Source: an optimization exercise on an open RTL-to-GDS flow (aim: small area, a short achievable clock period and few clock cycles per item). Production flows keep margins and buffers that such runs may drop.
Where RTL was checked, it was by simulation tests only, not by an equivalence proof against the original.

// sha256_hasher
module sha256_hasher (
  input  wire logic                     clk,
  input  wire logic                     block_load,
  input  wire logic                     block_start,
  input  wire logic                     message_load,
  input  wire sha256_pkg::sha256_block_t block,
  output logic                          block_ready,
  output logic                          done,
  output sha256_pkg::sha256_state_t     hash,
  output sha256_pkg::block_count_t      block_count
);
==> flow/config.mk <==
export PLATFORM = sky130hd
export DESIGN_NAME = sha256_hasher
export DESIGN_NICKNAME = sha256_hasher
export VERILOG_FILES = /design/flow/design.v
export SDC_FILE = /design/flow/constraint.sdc
export NUM_CORES = 4
export LEC_CHECK = 0
export CAP_MARGIN = 20
export CORE_MARGIN = 2
export CORE_UTILIZATION = 35
export PLACE_DENSITY = 0.5
export SETUP_SLACK_MARGIN = 4.7
export SLEW_MARGIN = 20
==> flow/constraint.sdc <==
create_clock -name core_clock -period 8.8 [get_ports {clk}]
set_input_delay 1.7600 -clock core_clock [delete_from_list [all_inputs] [get_ports {clk}]]
set_output_delay 1.7600 -clock core_clock [all_outputs]
set_load 0.01 [all_outputs]
standard.sh (not shown) runs the stock make flow with config.mk's settings and CLKGATE_MAP_FILE= SYNTH_SCRIPT=/design/flow/synth_recipe.tcl, a recipe that flattens the netlist after the stock synthesis.
==> flow/flow/run.sh <==
#!/bin/bash
# The standard layout (the standard.sh, unchanged synthesis and steps),
# except that the port buffers are made from the smallest buffer cell.
set -euo pipefail
export BUFFER_PORTS_ARGS="-buffer_cell sky130_fd_sc_hd__buf_1"
bash standard.sh > standard.log 2>&1
Testbench counts at the start, summed over its fixed seeds: cycles 33,988, blocks 516.
Next try:
CORE_UTILIZATION = 50   (was 35)
CTS_CLUSTER_DIAMETER = 100   (was unset)
CTS_CLUSTER_SIZE = 20   (was unset)
PLACE_DENSITY = 0.65   (was 0.5)
=>
- final area went down by about 5%
- register-to-register slack got worse by 0.05 ns
- via count barely changes
Next try:
CORE_UTILIZATION = 35   (was 50)
PLACE_DENSITY = 0.5   (was 0.65)
The new run ran to the end with no violations.
Worst setup slack gets better by 0.076 ns.
Area after synthesis is unchanged.
Sequential share of layout area came out lower by 0.47 points.
Sequential cell count is unchanged.
Global-route usage came out lower by 9.1 points.
Clock-buffer cell count came out lower by 9.
Next try:
SETUP_SLACK_MARGIN = 5.0   (was 4.7)
Outcome: Wire length is lower by 2.0%. Die area does not change. Utilization is higher by 1.0 points. Design area is higher by 2.5%. Final cell count is higher by 0.60%.

sha256_hasher, a different RTL version from the one above (not shown whole).
Size in the first run: about 6,400 cells after synthesis, roughly 1,100 flip-flops, roughly 780 I/O pins.
export LEC_CHECK = 0
export CAP_MARGIN = 20
export CORE_MARGIN = 2
export CORE_UTILIZATION = 35
export PLACE_DENSITY = 0.5
export SETUP_SLACK_MARGIN = 4.4
export SLEW_MARGIN = 20
create_clock -name core_clock -period 8.8 [get_ports {clk}]
Scripts as last shown in full above: flow/flow/run.sh
The starting point passed the timing, DRC and antenna checks.
Rerun with:
SETUP_SLACK_MARGIN = 4.7   (was 4.4)
Clock skew goes down by 6.7 ps.
Hold slack is better by 6.4 ps.
Routed wire length rises slightly.
Sequential share of layout area went down by 1.0 points.
Synthesized area is unchanged.
Via count goes up slightly.
No run of this note included a check of the RTL's function; only the layout flow was run.

RTL: one of the versions met above, not the one the previous note started from.
Size: ~6400 cells after synthesis, about 1100 flip-flops, about 780 I/O pins, roughly 56000 µm² of cells after synthesis.
export LEC_CHECK = 0
export CAP_MARGIN = 20
export CORE_MARGIN = 2
export CORE_UTILIZATION = 35
export CTS_CLUSTER_DIAMETER = 100
export CTS_CLUSTER_SIZE = 20
export PLACE_DENSITY = 0.5
export SETUP_SLACK_MARGIN = 4.7
export SLEW_MARGIN = 20
export TNS_END_PERCENT = 20
create_clock -name core_clock -period 8.8 [get_ports {clk}]
Scripts as last shown in full above: flow/flow/run.sh
Testbench counts at the start, summed over its fixed seeds: cycles 33,988, blocks 516.
Edit:
Settings changed: SETUP_SLACK_MARGIN 4.7 to 4.4, TNS_END_PERCENT 20 to not set.
The new run completed without violations. Utilization decreases by 0.60 points. Design area goes down by 1.5%. Die area stays the same. Register-to-register slack loses 90 ps. Wire length goes down by 2.3%. Non-clock buffer count goes down by 36. First-iteration DRC count fell by 5.7%.
Edit:
Settings changed: SETUP_SLACK_MARGIN 4.4 to 4.1.
Effect:
- The new run produced a clean layout
- count of clock-buffer cells in the layout stays the same
- first-iteration DRC count came out higher by 3.1%
- final area came out lower by 0.69%
- wire length hardly moves
- synthesized area stays the same
- register-to-register slack gets worse by 190 ps
- final cell count barely changes
Edit:
Settings changed: CTS_CLUSTER_DIAMETER 100 to 120, CTS_CLUSTER_SIZE 20 to 25, SETUP_SLACK_MARGIN 4.1 to 4.7.
Result: Wire length rose by a few percent; hold slack gets worse by 13 ps; sequential share of layout area fell by 0.59 points; utilization rose by 0.92 points; final cell count rose slightly; non-clock buffer count rose by 69.

sha256_hasher, a different RTL version from the one above (not shown whole).
For scale: roughly 1100 flip-flops, roughly 780 I/O pins.
Settings: LEC_CHECK=0, CAP_MARGIN=20, CORE_MARGIN=2, CORE_UTILIZATION=35, PLACE_DENSITY=0.5, SETUP_SLACK_MARGIN=4.0, SLEW_MARGIN=20; clock period 8.8 ns.
run.sh (not shown) runs the stock make flow with config.mk's settings and CLKGATE_MAP_FILE= SYNTH_SCRIPT=/design/flow/synth_recipe.tcl, a recipe that flattens the netlist after the stock synthesis.
Stock flow here: none of the scripts above is used.
Then changed:
Settings changed: SETUP_SLACK_MARGIN 4.0 to 3.3.
What happened: Design area went down by a few percent. Synthesized area stays the same. Clock-buffer cell count went down by 10. Maximum frequency went down by a few percent. Via count went down slightly. First-iteration DRC count went down by a few percent.
No functional check of the RTL was part of any run of this note.

Another version of the RTL of sha256_hasher (not shown whole).
For scale: about 6300 cells after synthesis, roughly 1100 flip-flops, roughly 57000 um^2 of cells after synthesis.
// sha256_hasher
module sha256_hasher (
  input  wire logic                     clk,
  input  wire logic                     block_load,
  input  wire logic                     block_start,
  input  wire logic                     message_load,
  input  wire sha256_pkg::sha256_block_t block,
  output logic                          block_ready,
  output logic                          done,
  output sha256_pkg::sha256_state_t     hash,
  output sha256_pkg::block_count_t      block_count
);
clock: 8.8 ns
lec_check: 0
cap_margin: 20
core_margin: 2
core_utilization: 35
cts_cluster_size: 30
place_density: 0.5
setup_slack_margin: 4.7
slew_margin: 20
standard.sh (not shown) runs the stock make flow with config.mk's settings and CLKGATE_MAP_FILE= SYNTH_SCRIPT=/design/flow/synth_recipe.tcl, a recipe that flattens the netlist after the stock synthesis.
Scripts as last shown in full above: flow/flow/run.sh
The starting point produced a clean layout.
==> next run, changes <==
--- a/flow/config.mk
+++ b/flow/config.mk
@@ -11 +10,0 @@
-export CTS_CLUSTER_SIZE = 30
After rerunning:
- non-clock buffer count stays the same
- wire length stays the same
- global-route usage does not change
- via count stays the same
Function was not checked in any run of this note: the RTL went through the layout flow alone.

== lane 2 ==
Another version of the RTL of sha256_hasher (not shown whole).
For scale: about 6300 cells after synthesis, ~1000 flip-flops, roughly 780 I/O pins, roughly 0.058 mm2 of cells after synthesis.
==> flow/design.v (excerpt) <==
module sha256_hasher (
  input  wire logic                     clk,
  input  wire logic                     block_load,
  input  wire logic                     block_start,
  input  wire logic                     message_load,
  input  wire sha256_pkg::sha256_block_t block,
  output logic                          block_ready,
  output logic                          done,
  output sha256_pkg::sha256_state_t     hash,
  output sha256_pkg::block_count_t      block_count
);
  typedef logic [31:0] word_t;
  logic       st_run;          
  logic       st_ff;           
  logic       st_pre;          
  logic       pend;            
  logic       st_done;
  logic       last;            
  logic       ready_q;
  logic       busy;            
  logic       r61, r62, r63;   
  logic [5:0] cnt;
  logic       accept;
  logic       start;           
  assign accept = block_start & ready_q;
  assign start  = st_pre | (st_ff & pend);
  logic nx_run, nx_ff, nx_done, nx_last, nx_idle;
  always_comb begin
  ...
==> flow/config.mk <==
export PLATFORM = sky130hd
export DESIGN_NAME = sha256_hasher
export DESIGN_NICKNAME = sha256_hasher
export VERILOG_FILES = /design/flow/design.v
export SDC_FILE = /design/flow/constraint.sdc
export NUM_CORES = 4
export LEC_CHECK = 0
export CAP_MARGIN = 20
export CORE_MARGIN = 2
export CORE_UTILIZATION = 35
export PLACE_DENSITY = 0.5
export SETUP_SLACK_MARGIN = 4.3
export SLEW_MARGIN = 20
==> flow/constraint.sdc <==
create_clock -name core_clock -period 8.8 [get_ports {clk}]
set_input_delay 1.7600 -clock core_clock [delete_from_list [all_inputs] [get_ports {clk}]]
set_output_delay 1.7600 -clock core_clock [all_outputs]
set_load 0.01 [all_outputs]
run.sh (not shown) runs the stock make flow with config.mk's settings and CLKGATE_MAP_FILE= SYNTH_SCRIPT=/design/flow/synth_recipe.tcl, a recipe that flattens the netlist after the stock synthesis.
Stock flow here: none of the scripts above is used.
Lane 2 did not stop at any stage, and its layout met the timing, DRC and antenna checks.
#### Input delta (lane 4 over lane 2)
==> flow/flow/run.sh (new file) <==
#!/bin/bash
# The standard layout (the standard.sh, unchanged synthesis and steps),
# except that the port buffers are made from the smallest buffer cell.
set -euo pipefail
export BUFFER_PORTS_ARGS="-buffer_cell sky130_fd_sc_hd__buf_1"
bash standard.sh > standard.log 2>&1
==> flow/standard.sh (new file) <==
#!/bin/bash
# synth_recipe.tcl (not shown) runs the flow's synth.tcl, then flattens the netlist and writes it again
# the make line also repeats each setting of config.mk as NAME=value (left out here)
make -C /OpenROAD-flow-scripts/flow DESIGN_CONFIG=/design/flow/config.mk WORK_HOME=/design/flow/orfs CLKGATE_MAP_FILE= SYNTH_SCRIPT=/design/flow/synth_recipe.tcl "${@:-finish}"
removed: flow/run.sh
Findings:
Taking lane 2 as the reference, in lane 4 post-CTS resize count fell by 37, minimum clock period after layout went up by 0.061 ns, max-slew headroom at the worst pin now sits higher.
Diff lane 2 -> lane 4: count of clock tree sinks ~0 delta; worst-case setup margin in the final layout shows a reduction of 0.061 ns.
No run of this note included a check of the RTL's function; only the layout flow was run.

static timing again, ports no longer ideal:
In the flow no input, the clock included, has a driving cell. The finished layouts below were timed again as built, in two steps.
Step 1: set_driving_cell puts a clkbuf_16 on clk and a buf_2 on each other input, an assumption about the parent block.
Step 2 adds t to the input delays and takes it off the output delays; t is the mean of the earliest and latest rising clock arrival at the registers after step 1. Input paths then give back, and output paths get back, about the clock's delay inside the block.
Three values: no drivers, after step 1, after step 2; two values: the first two.
| run | shift t [ns] | setup slack, ns | worst setup path after step 2 |
|---|---|---|---|
| the first run of note 1 | 0.859 | 4.548 / 4.548 / 4.142 | input to register |
| the second run of note 1 | 0.726 | 4.495 / 4.495 / 4.126 | input to register |
| the third run of note 1 | 0.781 | 4.571 / 4.571 / 4.097 | input to register |
| the fourth run of note 1 | 0.779 | 4.503 / 4.503 / 4.327 | input to register |
| the first run of note 2 | 0.857 | 4.070 / 4.070 / 3.997 | input to register |
| the second run of note 2 | 0.881 | 4.123 / 4.123 / 4.091 | input to register |
| the first run of note 3 | 0.784 | 4.587 / 4.587 / 4.074 | input to register |
| the second run of note 3 | 0.780 | 4.500 / 4.500 / 3.996 | input to register |
| the third run of note 3 | 0.777 | 4.314 / 4.314 / 3.947 | input to register |
| the fourth run of note 3 | 0.786 | 4.595 / 4.595 / 4.093 | input to register |
| the first run of note 4 | 0.863 | 3.449 / 3.449 / 3.449 | register to register |
| the second run of note 4 | 0.838 | 3.325 / 3.325 / 3.325 | register to register |
| the first run of note 5 | 0.845 | 4.469 / 4.469 / 4.459 | input to register |
| the second run of note 5 | 0.845 | 4.469 / 4.469 / 4.459 | input to register |
| lane 2 | 0.839 | 3.805 / 3.805 / 3.805 | register to register |
| lane 4 | 0.837 | 3.744 / 3.744 / 3.744 | register to register |
After both steps every run listed still meets setup and hold. The setup slack of the first run of note 3, which loses most, moves by 0.000 ns with the drivers and by -0.513 ns with both steps.
